This is an optimization exercise on Yosys and OpenROAD, whose aim is small area and a short achievable clock period, not a production implementation. Where RTL was checked, it was by simulation tests only, not by an equivalence proof against the original. Power figures rest on the tool's default switching activity, not on a simulated workload.

rev 12:
==> flow/design.v <==
`default_nettype none
package prefetch_pkg;
	localparam int ADDR_WIDTH = 32;
	localparam int LINE_WIDTH = 256;
	localparam int GRACE_WIDTH = 8;
	localparam int HIT_COUNT_WIDTH = 16;
	localparam int NUM_SLOTS = 4;
	typedef logic [ADDR_WIDTH-1:0] addr_t;
	typedef logic [LINE_WIDTH-1:0] line_t;
	typedef logic [$clog2(NUM_SLOTS)-1:0] slot_idx_t;
	typedef logic [GRACE_WIDTH-1:0] grace_t;
	typedef logic [HIT_COUNT_WIDTH-1:0] hit_count_t;
	localparam grace_t GRACE_DEFAULT = 8'd20;
	typedef struct packed {
		addr_t address;
		logic read;
		logic write;
		line_t wdata;
	} l2_req_t;
	typedef struct packed {
		line_t rdata;
		logic resp;
	} l2_rsp_t;
	typedef struct packed {
		addr_t address;
		logic read;
		logic write;
		line_t wdata;
	} mem_req_t;
	typedef struct packed {
		line_t rdata;
		logic resp;
	} mem_rsp_t;
	typedef struct packed {
		logic enable;
		grace_t grace_limit;
	} cfg_t;
	typedef enum logic [2:0] {
		idle,
		prefetch,
		check_hit,
		pass_through,
		hit_reply
	} engine_state_t;
endpackage
`default_nettype wire
`timescale 1ns/1ps
`default_nettype none
module prefetcher
(
	input wire clk,
	input wire prefetch_counter_reset,
	input wire [31:0] orb,
	input wire [31:0] l2_req_address,
	input wire l2_req_read,
	input wire l2_req_write,
	input wire [255:0] l2_req_wdata,
	output wire [255:0] l2_rsp_rdata,
	output wire l2_rsp_resp,
	output wire [31:0] mem_req_address,
	output wire mem_req_read,
	output wire mem_req_write,
	output wire [255:0] mem_req_wdata,
	input wire [255:0] mem_rsp_rdata,
	input wire mem_rsp_resp,
	input wire cfg_write,
	input wire cfg_wdata_enable,
	input wire [7:0] cfg_wdata_grace_limit,
	output wire cfg_enable,
	output wire [7:0] cfg_grace_limit,
	output wire [15:0] hit_count
);
	localparam int NS = 4;
	wire rst = prefetch_counter_reset;
	logic st_idle, st_pf, st_ch, st_pt, st_hr;
	logic [7:0] grace;
	logic [31:0] slot_address [0:NS-1];
	logic [255:0] slot_data [0:NS-1];
	logic [NS-1:0] slot_valid;
	logic [NS-1:0] slot_ready;
	logic [NS-1:0] wp;           
	logic [NS-1:0] l2_match;     
	logic [NS-1:0] pf_sel;       
	logic cfg_en;
	logic [7:0] cfg_gl;
	logic [15:0] hcnt;
	wire l2_active = l2_req_read | l2_req_write;
	wire resp = mem_rsp_resp;
	logic within_grace;
	always_comb
	begin
		logic gt, eq;
		gt = 1'b0;
		eq = 1'b1;
		for (int i = 7; i >= 0; i--)
		begin
			gt = gt | (eq & grace[i] & ~cfg_gl[i]);
			eq = eq & ~(grace[i] ^ cfg_gl[i]);
		end
		within_grace = ~gt;
	end
	logic [NS-1:0] orb_match;
	logic [NS-1:0] l2_match_d;
	always_comb
	begin
		for (int i = 0; i < NS; i++)
		begin
			orb_match[i] = slot_valid[i] && (slot_address[i] == orb);
			l2_match_d[i] = slot_valid[i] && (slot_address[i] == l2_req_address);
		end
	end
	wire hint_present = |orb_match;
	logic [NS-1:0] ld_try;
	wire [NS-1:0] load_en = ld_try & {NS{~l2_active & ~hint_present}};
	wire load_hint = |load_en;
	wire [NS-1:0] load_ptr = {wp[NS-2:0], wp[NS-1]};
	wire fill_pending = |(wp & slot_valid & ~slot_ready);
	wire fill = st_pf & resp;
	wire [NS-1:0] hit_ready_v = l2_match & slot_ready;
	wire hit_ready = |hit_ready_v;
	wire abandon = l2_active & within_grace;
	wire idle_n = (st_idle & ~l2_active & ~load_hint & ~fill_pending)
		| (st_pf & ~abandon & resp)
		| (st_pt & resp)
		| st_hr;
	wire pf_n = (st_idle & ~l2_active & (load_hint | fill_pending))
		| (st_pf & ~abandon & ~resp);
	wire ch_n = (st_idle | (st_pf & within_grace)) & l2_active;
	wire pt_n = (st_ch & ~(hit_ready & l2_req_read)) | (st_pt & ~resp);
	wire hr_n = st_ch & hit_ready & l2_req_read;
	wire [NS-1:0] wp_n = load_hint ? load_ptr : wp;
	always_ff @(posedge clk)
	begin
		if (rst)
		begin
			st_idle <= 1'b1;
			st_pf <= 1'b0;
			st_ch <= 1'b0;
			st_pt <= 1'b0;
			st_hr <= 1'b0;
			pf_sel <= '0;
			ld_try <= '0;
		end
		else
		begin
			st_idle <= idle_n;
			st_pf <= pf_n;
			st_ch <= ch_n;
			st_pt <= pt_n;
			st_hr <= hr_n;
			pf_sel <= pf_n ? wp_n : '0;
			ld_try <= (idle_n & (cfg_write ? cfg_wdata_enable : cfg_en))
				? {wp_n[NS-2:0], wp_n[NS-1]} : '0;
		end
	end
	logic [7:0] grace_carry;
	always_comb
	begin
		for (int i = 0; i < 8; i++)
			grace_carry[i] = &(grace | (8'hff << i));
	end
	always_ff @(posedge clk)
	begin
		if (rst || !st_pf)
			grace <= '0;
		else if (!(&grace))
			grace <= grace ^ grace_carry;
	end
	always_ff @(posedge clk)
	begin
		l2_match <= l2_match_d;
	end
	always_ff @(posedge clk)
	begin
		if (rst)
		begin
			slot_valid <= '0;
			slot_ready <= '0;
			wp <= 4'b0001;
		end
		else
		begin
			wp <= wp_n;
			for (int i = 0; i < NS; i++)
			begin
				if (load_en[i])
				begin
					slot_valid[i] <= 1'b1;
					slot_ready[i] <= 1'b0;
				end
				if (fill && wp[i])
					slot_ready[i] <= 1'b1;
				if (st_ch && l2_req_write && hit_ready_v[i])
					slot_ready[i] <= 1'b0;
			end
		end
	end
	always_ff @(posedge clk)
	begin
		for (int i = 0; i < NS; i++)
		begin
			if (load_en[i])
				slot_address[i] <= orb;
			if (fill && wp[i])
				slot_data[i] <= mem_rsp_rdata;
		end
	end
	always_ff @(posedge clk)
	begin
		if (rst)
		begin
			cfg_en <= 1'b0;
			cfg_gl <= 8'd20;
		end
		else if (cfg_write)
		begin
			cfg_en <= cfg_wdata_enable;
			cfg_gl <= cfg_wdata_grace_limit;
		end
	end
	logic [15:0] hcnt_carry;
	always_comb
	begin
		for (int i = 0; i < 16; i++)
			hcnt_carry[i] = &(hcnt | (16'hffff << i));
	end
	always_ff @(posedge clk)
	begin
		if (rst)
			hcnt <= '0;
		else if (st_hr && !(&hcnt))
			hcnt <= hcnt ^ hcnt_carry;
	end
	localparam int NG = 16;
	localparam int NG_BITS = 256 / NG;
	function automatic logic and4(input logic a, input logic b, input logic c, input logic d,
		input int k);
		case (k)
			0: and4 = ((a & b) & c) & d;
			1: and4 = ((a & b) & d) & c;
			2: and4 = ((a & c) & b) & d;
			3: and4 = ((a & c) & d) & b;
			4: and4 = ((a & d) & b) & c;
			5: and4 = ((a & d) & c) & b;
			6: and4 = ((b & c) & a) & d;
			7: and4 = ((b & c) & d) & a;
			8: and4 = ((b & d) & a) & c;
			9: and4 = ((b & d) & c) & a;
			10: and4 = ((c & d) & a) & b;
			11: and4 = ((c & d) & b) & a;
			12: and4 = (a & b) & (c & d);
			13: and4 = (a & c) & (b & d);
			default: and4 = (a & d) & (b & c);
		endcase
	endfunction
	logic [NS-1:0] hsel [0:NG-1];    
	logic [NG-1:0] msel;             
	always_ff @(posedge clk)
	begin
		for (int g = 0; g < NG; g++)
		begin
			logic [NS-1:0] h;
			for (int i = 0; i < NS; i++)
				h[i] = (g == NG - 1) ? (hr_n & hit_ready_v[i])
					: and4(st_ch, l2_req_read, l2_match[i], slot_ready[i], g);
			hsel[g] <= h;
			msel[g] <= ~|h;
		end
	end
	logic [255:0] rdata_n012;
	logic [31:0] maddr_n012;
	for (genvar g = 0; g < NG; g++)
	begin : g_rpick
		prefetcher_pick3n #(.W(NG_BITS)) pick_i
		(
			.sel(hsel[g][2:0]),
			.d0(slot_data[0][g*NG_BITS +: NG_BITS]),
			.d1(slot_data[1][g*NG_BITS +: NG_BITS]),
			.d2(slot_data[2][g*NG_BITS +: NG_BITS]),
			.y_n(rdata_n012[g*NG_BITS +: NG_BITS])
		);
	end
	prefetcher_pick3n #(.W(32)) apick_i
	(
		.sel(pf_sel[2:0]),
		.d0(slot_address[0]),
		.d1(slot_address[1]),
		.d2(slot_address[2]),
		.y_n(maddr_n012)
	);
	logic [255:0] rdata;
	logic [31:0] maddr;
	always_comb
	begin
		for (int g = 0; g < NG; g++)
			rdata[g*NG_BITS +: NG_BITS] = ~rdata_n012[g*NG_BITS +: NG_BITS]
				| ({NG_BITS{hsel[g][3]}} & slot_data[3][g*NG_BITS +: NG_BITS])
				| ({NG_BITS{msel[g]}} & mem_rsp_rdata[g*NG_BITS +: NG_BITS]);
		maddr = ~maddr_n012 | ({32{pf_sel[3]}} & slot_address[3])
			| ({32{st_pt}} & l2_req_address);
	end
	assign l2_rsp_rdata = rdata;
	assign l2_rsp_resp = (st_pt & resp) | st_hr;
	assign mem_req_address = maddr;
	assign mem_req_read = st_pf | (st_pt & l2_req_read);
	assign mem_req_write = st_pt & l2_req_write;
	assign mem_req_wdata = l2_req_wdata;
	assign cfg_enable = cfg_en;
	assign cfg_grace_limit = cfg_gl;
	assign hit_count = hcnt;
endmodule
module prefetcher_pick3n #(parameter int W = 16)
(
	input wire [2:0] sel,
	input wire [W-1:0] d0,
	input wire [W-1:0] d1,
	input wire [W-1:0] d2,
	output wire [W-1:0] y_n
);
	assign y_n = ~(({W{sel[0]}} & d0) | ({W{sel[1]}} & d1) | ({W{sel[2]}} & d2));
endmodule
`default_nettype wire
export LEC_CHECK = 0
export CAP_MARGIN = 20
export CORE_AREA = 5 5 395 395
export CTS_BUF_LIST = sky130_fd_sc_hd__clkbuf_16
export CTS_CLUSTER_DIAMETER = 100
export CTS_CLUSTER_SIZE = 24
export DIE_AREA = 0 0 400 400
export GPL_ROUTABILITY_DRIVEN = 0
export PLACE_DENSITY = 0.8
export SETUP_SLACK_MARGIN = 2.5
export SLEW_MARGIN = 20
export SYNTH_HIERARCHICAL = 1
export SYNTH_MINIMUM_KEEP_SIZE = 0
create_clock -name core_clock -period 5.8 [get_ports {clk}]
standard.sh (not shown) runs the stock make flow with config.mk's settings and CLKGATE_MAP_FILE= SYNTH_SCRIPT=/design/flow/synth_recipe.tcl, a recipe that flattens the netlist after the stock synthesis.
==> flow/flow/run.sh <==
#!/bin/bash
# Standard ORFS layout, with plain buffers on the ports instead of the delay
# cells that buffer_ports picks by default. Each ORFS step writes its own log
# under orfs/logs; make's own output goes to make.log.
set -euo pipefail
export BUFFER_PORTS_ARGS="-buffer_cell sky130_fd_sc_hd__buf_1"
export DONT_USE_CELLS="sky130_fd_sc_hd__clkdlybuf4s15_1 sky130_fd_sc_hd__clkdlybuf4s15_2 sky130_fd_sc_hd__clkdlybuf4s18_1 sky130_fd_sc_hd__clkdlybuf4s18_2 sky130_fd_sc_hd__clkdlybuf4s25_1 sky130_fd_sc_hd__clkdlybuf4s25_2 sky130_fd_sc_hd__clkdlybuf4s50_1 sky130_fd_sc_hd__clkdlybuf4s50_2 sky130_fd_sc_hd__dlygate4sd1_1 sky130_fd_sc_hd__dlygate4sd2_1 sky130_fd_sc_hd__dlygate4sd3_1 sky130_fd_sc_hd__dlymetal6s2s_1 sky130_fd_sc_hd__dlymetal6s4s_1 sky130_fd_sc_hd__dlymetal6s6s_1"
bash standard.sh > make.log 2>&1
Every stage of the flow completed for rev 12, and the final layout passed the timing, DRC and antenna checks.
Modified inputs, rev 13 compared to rev 12
diff --git a/flow/design.v b/flow/design.v
--- a/flow/design.v
+++ b/flow/design.v
@@ -229,42 +229,34 @@
 		if (rst)
 			hcnt <= '0;
 		else if (st_hr && !(&hcnt))
 			hcnt <= hcnt ^ hcnt_carry;
 	end
-	localparam int NG = 16;
+	localparam int NG = 8;
 	localparam int NG_BITS = 256 / NG;
 	function automatic logic and4(input logic a, input logic b, input logic c, input logic d,
 		input int k);
-		case (k)
+		case (k % 8)
 			0: and4 = ((a & b) & c) & d;
 			1: and4 = ((a & b) & d) & c;
 			2: and4 = ((a & c) & b) & d;
 			3: and4 = ((a & c) & d) & b;
 			4: and4 = ((a & d) & b) & c;
-			5: and4 = ((a & d) & c) & b;
-			6: and4 = ((b & c) & a) & d;
-			7: and4 = ((b & c) & d) & a;
-			8: and4 = ((b & d) & a) & c;
-			9: and4 = ((b & d) & c) & a;
-			10: and4 = ((c & d) & a) & b;
-			11: and4 = ((c & d) & b) & a;
-			12: and4 = (a & b) & (c & d);
-			13: and4 = (a & c) & (b & d);
-			default: and4 = (a & d) & (b & c);
+			5: and4 = ((b & c) & a) & d;
+			6: and4 = (a & b) & (c & d);
+			default: and4 = (a & c) & (b & d);
 		endcase
 	endfunction
 	logic [NS-1:0] hsel [0:NG-1];    
 	logic [NG-1:0] msel;             
 	always_ff @(posedge clk)
 	begin
 		for (int g = 0; g < NG; g++)
 		begin
 			logic [NS-1:0] h;
 			for (int i = 0; i < NS; i++)
-				h[i] = (g == NG - 1) ? (hr_n & hit_ready_v[i])
-					: and4(st_ch, l2_req_read, l2_match[i], slot_ready[i], g);
+				h[i] = and4(st_ch, l2_req_read, l2_match[i], slot_ready[i], g);
 			hsel[g] <= h;
 			msel[g] <= ~|h;
 		end
 	end
 	logic [255:0] rdata_n012;
==> results.txt <==
The run showing the greater count of placed standard cells in the final layout, fillers left out is rev 12. Transition time of the tightest slew-check pin delta for rev 13 relative to rev 12: 0.24 ns higher. Looking at number of global-route vias before repair, rev 13 sits 1.7% below rev 12. The endpoint of the most critical setup path comes out mem_req_address[2] in one run and l2_rsp_rdata[8] in the other, namely in rev 12 and rev 13 respectively. Diff rev 12 -> rev 13: finished layout cell area moved down, proportion of total power due to net switching moved down, total power consumption of the routed design moved down, highest achievable clock rate moved down. Of rev 13 and rev 12, it is rev 13 that has the higher longest individual stage delay on the worst path. Compared with rev 12, in rev 13 post-synthesis average cell area up 0.99%, power spent charging and discharging nets decreased by 0.22 mW relative to the old numbers, post-synthesis simple-gate area fraction saw little to no change, combinational share of power now sits higher, non-clock buffer total of the final layout shows an increase of about 5.6%.
For rev 12, only the layout was checked, not whether the RTL still works.

[re-timing with driven ports]
Ports are ideal in the flow. The routed layouts listed here were re-timed in OpenROAD.
Step 1, drivers: a clkbuf_16 drives clk and a buf_2 each remaining input, both assumed.
Step 2, shift: input delay + t, output delay - t, t = (earliest + latest rising clock arrival at the registers) / 2. This alone moves slack from input paths to output paths.
Three values: no drivers, after step 1, after step 2; two values: the first two.
run | t, ns | slack for setup (ns) | worst data-port slew with drivers (ns)
rev 12 | 0.742 | 2.559 / 2.449 / 1.857 | 0.26
rev 13 | 0.750 | 2.548 / 2.482 / 1.940 | 0.40
After both steps every run listed still meets setup and hold. The setup slack of rev 12, which loses most, moves by -0.110 ns with the drivers and by -0.702 ns with both steps.
